Context: an optimization exercise on an open-source flow, tuned for small area, a short achievable clock period and few clock cycles. The choices shown serve that exercise and are no tape-out recipe.
Where RTL was checked, it was by simulation tests only, not by an equivalence proof against the original.
No activity file was given, so power comes from the tool's default toggle rates.

Design text_char_scanner_core, start of the top module:
module text_char_scanner_core #(
    parameter int LINE_BITS   = 20,    
    parameter int COLUMN_BITS = 16,
    parameter int TAB_STOP    = 4
) (
    input  logic                       i_clk,
    input  logic                       i_rst_n,
    input  logic                       i_valid,
    input  logic [tcs_pkg::BYTE_W-1:0] i_byte,
    output logic                       o_ready,
    output logic                       o_valid,
    input  logic                       i_ready,
    output logic [1:0]                 o_kind,
    output logic [tcs_pkg::BYTE_W-1:0] o_char,
    output logic [tcs_pkg::LINE_W-1:0] o_line,
    output logic [tcs_pkg::COL_W-1:0]  o_col,
    output logic [2:0]                 o_code,
    output logic                       o_last
);
Settings: LEC_CHECK=0, ABC_AREA=1, CAP_MARGIN=20, CORE_MARGIN=2, CORE_UTILIZATION=55, CTS_BUF_LIST=sky130_fd_sc_hd__clkbuf_4 sky130_fd_sc_hd__clkbuf_8, SETUP_SLACK_MARGIN=1.8, SLEW_MARGIN=20; clock period 4.0 ns.
standard.sh (not shown) runs the stock make flow with config.mk's settings and CLKGATE_MAP_FILE= SYNTH_SCRIPT=/design/flow/synth_recipe.tcl, a recipe that flattens the netlist after the stock synthesis.
==> flow/flow/run.sh <==
#!/bin/bash
# Standard layout, with plain buf_1 cells as the port buffers and the
# synthesis adder-cell step left out (abc maps the incrementers as gates).
set -euo pipefail
bash standard.sh BUFFER_PORTS_ARGS="-buffer_cell sky130_fd_sc_hd__buf_1" ADDER_MAP_FILE= finish > make_finish.log 2>&1
Testbench counts at the start, summed over its fixed seeds: cycles 33,905.
==> next run, changes <==
--- a/flow/config.mk
+++ b/flow/config.mk
@@ -9,5 +9,5 @@
 export CAP_MARGIN = 20
 export CORE_MARGIN = 2
-export CORE_UTILIZATION = 55
+export CORE_UTILIZATION = 40
 export CTS_BUF_LIST = sky130_fd_sc_hd__clkbuf_4 sky130_fd_sc_hd__clkbuf_8
 export SETUP_SLACK_MARGIN = 1.8
Routed wire length went up by 0.76%.
Worst hold slack is worse by 0.012 ns.
Sequential power barely changes.
Via count stays flat.
Cell count rises by 4.0%.
Non-clock buffer count went down by 6.
Utilization shrinks by 18 points.
Register-to-register slack is better by 0.18 ns.
Total power fell by 1.2%.
Global-route usage drops by 5.2 points.
Area after synthesis does not change.
==> next run, changes <==
--- a/flow/config.mk
+++ b/flow/config.mk
@@ -6,9 +6,10 @@
 export NUM_CORES = 4
 export LEC_CHECK = 0
-export ABC_AREA = 1
+export ABC_CLOCK_PERIOD_IN_PS = 2000
 export CAP_MARGIN = 20
 export CORE_MARGIN = 2
 export CORE_UTILIZATION = 40
 export CTS_BUF_LIST = sky130_fd_sc_hd__clkbuf_4 sky130_fd_sc_hd__clkbuf_8
-export SETUP_SLACK_MARGIN = 1.8
+export GPL_TIMING_DRIVEN = 0
+export SETUP_SLACK_MARGIN = 1.85
 export SLEW_MARGIN = 20
The changed run completed without violations.
Utilization rises by 4.2 points.
Global-route usage went up by 2.8 points.
Total power is about the same.
Maximum frequency fell by 4.2%.
Cell area goes up by 9.7%.
==> next run, changes <==
--- a/flow/config.mk
+++ b/flow/config.mk
@@ -6,10 +6,9 @@
 export NUM_CORES = 4
 export LEC_CHECK = 0
-export ABC_CLOCK_PERIOD_IN_PS = 2000
+export ABC_AREA = 1
 export CAP_MARGIN = 20
 export CORE_MARGIN = 2
 export CORE_UTILIZATION = 40
 export CTS_BUF_LIST = sky130_fd_sc_hd__clkbuf_4 sky130_fd_sc_hd__clkbuf_8
-export GPL_TIMING_DRIVEN = 0
-export SETUP_SLACK_MARGIN = 1.85
+export SETUP_SLACK_MARGIN = 1.7
 export SLEW_MARGIN = 20
Clock-buffer cell count climbs by 2.
Final area drops by roughly a tenth.
Via count drops by roughly a tenth.
Clock power climbs by a quarter to a third.
==> next run, changes <==
--- a/flow/config.mk
+++ b/flow/config.mk
@@ -7,8 +7,9 @@
 export LEC_CHECK = 0
 export ABC_AREA = 1
-export CAP_MARGIN = 20
+export CAP_MARGIN = 0
 export CORE_MARGIN = 2
 export CORE_UTILIZATION = 40
 export CTS_BUF_LIST = sky130_fd_sc_hd__clkbuf_4 sky130_fd_sc_hd__clkbuf_8
-export SETUP_SLACK_MARGIN = 1.7
-export SLEW_MARGIN = 20
+export GPL_TIMING_DRIVEN = 0
+export SETUP_SLACK_MARGIN = 1.8
+export SLEW_MARGIN = 0
=> Sequential power stays flat. Design area grows by 0.84%. Critical path depth shrinks by 2. Routed wire length shrinks by about 1.6%.
==> next run, changes <==
--- a/flow/config.mk
+++ b/flow/config.mk
@@ -7,9 +7,8 @@
 export LEC_CHECK = 0
 export ABC_AREA = 1
-export CAP_MARGIN = 0
+export CAP_MARGIN = 20
 export CORE_MARGIN = 2
 export CORE_UTILIZATION = 40
 export CTS_BUF_LIST = sky130_fd_sc_hd__clkbuf_4 sky130_fd_sc_hd__clkbuf_8
-export GPL_TIMING_DRIVEN = 0
-export SETUP_SLACK_MARGIN = 1.8
-export SLEW_MARGIN = 0
+export SETUP_SLACK_MARGIN = 2.0
+export SLEW_MARGIN = 20
Die area is unchanged; non-clock buffer count went up by 23; worst setup slack improved by 0.033 ns; design area went up by 7.2%.

========
## JK
text_char_scanner_core, a different RTL version from the one above (not shown whole).
For scale: about 450 cells after synthesis, about 93 flip-flops, ~64 I/O pins, ~4800 µm² of cells after synthesis.
Design text_char_scanner_core, start of the top module:
module text_char_scanner_core #(
    parameter int LINE_BITS   = 20,    
    parameter int COLUMN_BITS = 16,
    parameter int TAB_STOP    = 4
) (
    input  logic                       i_clk,
    input  logic                       i_rst_n,
    input  logic                       i_valid,
    input  logic [tcs_pkg::BYTE_W-1:0] i_byte,
    output logic                       o_ready,
    output logic                       o_valid,
    input  logic                       i_ready,
    output logic [1:0]                 o_kind,
    output logic [tcs_pkg::BYTE_W-1:0] o_char,
    output logic [tcs_pkg::LINE_W-1:0] o_line,
    output logic [tcs_pkg::COL_W-1:0]  o_col,
    output logic [2:0]                 o_code,
    output logic                       o_last
);
==> flow/config.mk <==
export PLATFORM = sky130hd
export DESIGN_NAME = text_char_scanner_core
export DESIGN_NICKNAME = text_char_scanner_core
export VERILOG_FILES = /design/flow/design.v
export SDC_FILE = /design/flow/constraint.sdc
export NUM_CORES = 4
export LEC_CHECK = 0
export CAP_MARGIN = 20
export CORE_MARGIN = 2
export CORE_UTILIZATION = 40
export CTS_BUF_LIST = sky130_fd_sc_hd__clkbuf_8 sky130_fd_sc_hd__clkbuf_16
export CTS_CLUSTER_DIAMETER = 500
export CTS_CLUSTER_SIZE = 100
export SETUP_SLACK_MARGIN = 2.0
export SLEW_MARGIN = 20
==> flow/constraint.sdc <==
create_clock -name core_clock -period 4.0 [get_ports {i_clk}]
set_input_delay 0.8000 -clock core_clock [delete_from_list [all_inputs] [get_ports {i_clk}]]
set_output_delay 0.8000 -clock core_clock [all_outputs]
set_load 0.01 [all_outputs]
==> flow/flow/run.sh <==
#!/bin/bash
# Standard layout, with plain buf_1 cells as the port buffers.
set -euo pipefail
bash standard.sh BUFFER_PORTS_ARGS="-buffer_cell sky130_fd_sc_hd__buf_1" finish > make_finish.log 2>&1
Modified inputs, MS compared to JK
Settings: removing CTS_CLUSTER_DIAMETER (formerly 500); removing CTS_BUF_LIST (formerly sky130_fd_sc_hd__clkbuf_8 sky130_fd_sc_hd__clkbuf_16); removing CTS_CLUSTER_SIZE (formerly 100).
Findings:
- Going from JK to MS, routed wire length roughly the same; non-clock buffer count was more or less identical.
- JK -> MS: instance area after placement flat
Function was not checked in any run of this note: the RTL went through the layout flow alone.

========
## run 1
RTL: one of the versions met above, not the one the previous note started from.
For scale: about 520 cells after synthesis, roughly 64 I/O pins.
Settings: LEC_CHECK=0, ABC_AREA=1, CAP_MARGIN=20, CORE_MARGIN=2, CORE_UTILIZATION=40, CTS_BUF_LIST=sky130_fd_sc_hd__clkbuf_4 sky130_fd_sc_hd__clkbuf_8, SETUP_SLACK_MARGIN=1.8, SLEW_MARGIN=20; clock period 4.0 ns.
==> flow/flow/run.sh <==
#!/bin/bash
# Standard layout, with plain buf_1 cells as the port buffers, the synthesis
# adder-cell step left out, and timing repair limited to resizing and swaps.
set -euo pipefail
bash standard.sh BUFFER_PORTS_ARGS="-buffer_cell sky130_fd_sc_hd__buf_1" ADDER_MAP_FILE= SETUP_MOVE_SEQUENCE="unbuffer,sizeup,swap,clone" finish > make_finish.log 2>&1
Run 1: flow completed, timing, DRC and antenna clean
Testbench counts of run 1, summed over its fixed seeds: cycles 33,905.
### run 1 -> run 2
Settings: an added PLACE_DENSITY of 0.7.
==> flow/flow/run.sh <==
#!/bin/bash
# Standard layout, with plain buf_1 cells as the port buffers and the
# synthesis adder-cell step left out (abc maps the incrementers as gates).
set -euo pipefail
bash standard.sh BUFFER_PORTS_ARGS="-buffer_cell sky130_fd_sc_hd__buf_1" ADDER_MAP_FILE= finish > make_finish.log 2>&1
- Synthesized cell count essentially unchanged between run 2 and run 1.
- Per the comparison of run 2 with run 1, switching part of the total now smaller; arrival time reported for the critical path endpoint held; total power has increased; post-CTS setup-driven buffer insertion count grew by 1.
- Summary of run 2 over run 1: sequential fraction of total cell area went down; wire length went down; utilization picked up an extra 1.0 points; worst-case setup margin in the final layout grew by 0.0079 ns.
[inputs] run 3 vs run 2
Settings: SETUP_SLACK_MARGIN: 1.8 -> 1.9; PLACE_DENSITY: 0.7 -> unset.
==> run summary <==
Run 3 gives more worst hold margin than run 2 did. Comparing run 3 with run 2, the total number of placement rows came out essentially unchanged. Run 3: max-slew headroom at the worst pin lower than run 2. Re number of global-route vias before repair: run 2 and run 3 aren't equal, and the lower value belongs to run 3. Summary: total power, run 3 better than run 2.
Here is what was changed in the inputs of run 4 compared with run 3.
Settings: SETUP_SLACK_MARGIN changed from 1.9 to 1.75; GPL_TIMING_DRIVEN newly set to 0.
Results
Clock skew (run 4 over run 3): decrease, 0.0054 ns. Between run 4 and run 3, the first-pass GRT wire length figures differ only marginally. In run 4, the overall power consumption came out about 2% below the value in run 3. Summary: with run 3 as the reference, average vias per placed instance in run 4 moved down slightly. For the design area, run 4 came in 4.0% lower than run 3 did. Run 4 vs. run 3: HPWL after detailed placement went up, maximum number of pins on one net before global-route repair went up, reported leakage power went down, critical path depth went down. Looking at met3 usage in global routing across run 4 and run 3, the one that comes out lower is run 4. Run 4 ended with less worst-margin pin slew than run 3.
Relative to run 4, the following input files were edited for run 5:
Settings: swapping 1.75 for 1.85 in SETUP_SLACK_MARGIN; putting ABC_CLOCK_PERIOD_IN_PS at 1200 where nothing was set; clearing ABC_AREA, which used to be 1.
==> comparison <==
- [compare] base=run 4 new=run 5: post-cts resize count saw an increase, number of standard cells after synthesis fell 53.
- Going from run 4 to run 5, detail-routed via count per cell increased about 16%; maximum clock rate decreased 0.015 GHz; final clock period utilization by the worst path increased 1.8 points; signed area change from the synthesized netlist to the final layout increased 8.2 points; number of combinational gates with multiple inputs decreased 13.
- Across both runs, cell area was higher for run 5 than for run 4.
- Going from run 4 to run 5, met3 demand-to-capacity share in global routing shrinks by 0.33 points.
- Run 5 vs run 4 — power consumption climbed slightly
- Setup slack: run 5 lower than run 4

port drivers added, routing unchanged:
Ports are ideal in the flow. The routed layouts listed here were re-timed in OpenROAD.
Step 1, drivers: a clkbuf_16 drives i_clk and a buf_2 each remaining input, both assumed.
Step 2 adds t to the input delays and takes it off the output delays; t is the mean of the earliest and latest rising clock arrival at the registers after step 1. Input paths then give back, and output paths get back, about the clock's delay inside the block.
Slacks: ideal / step 1 / step 2; pairs: ideal / step 1.
run | shift t [ns] | setup slack, ns | worst setup path at the end | cell pins on the clock port's net
the first run of note 1 | 0.372 | 1.826 / 1.826 / 1.520 | input to register | 1
the second run of note 1 | 0.385 | 1.901 / 1.911 / 1.526 | input to register | 1
the third run of note 1 | 0.382 | 1.808 / 1.808 / 1.616 | input to register | 1
the fourth run of note 1 | 0.387 | 1.883 / 1.895 / 1.508 | input to register | 1
the fifth run of note 1 | 0.384 | 1.945 / 1.914 / 1.649 | input to register | 1
the sixth run of note 1 | 0.385 | 1.978 / 1.942 / 1.836 | input to register | 1
JK | 0.376 | 1.898 / 1.898 / 1.758 | input to register | 1
MS | 0.376 | 1.898 / 1.898 / 1.758 | input to register | 1
run 1 | 0.386 | 1.896 / 1.896 / 1.660 | input to register | 1
run 2 | 0.378 | 1.904 / 1.904 / 1.686 | input to register | 1
run 3 | 0.388 | 1.899 / 1.867 / 1.616 | input to register | 1
run 4 | 0.384 | 1.880 / 1.880 / 1.630 | input to register | 1
run 5 | 0.382 | 1.808 / 1.808 / 1.616 | input to register | 1
After both steps setup and hold are still met in every run listed.
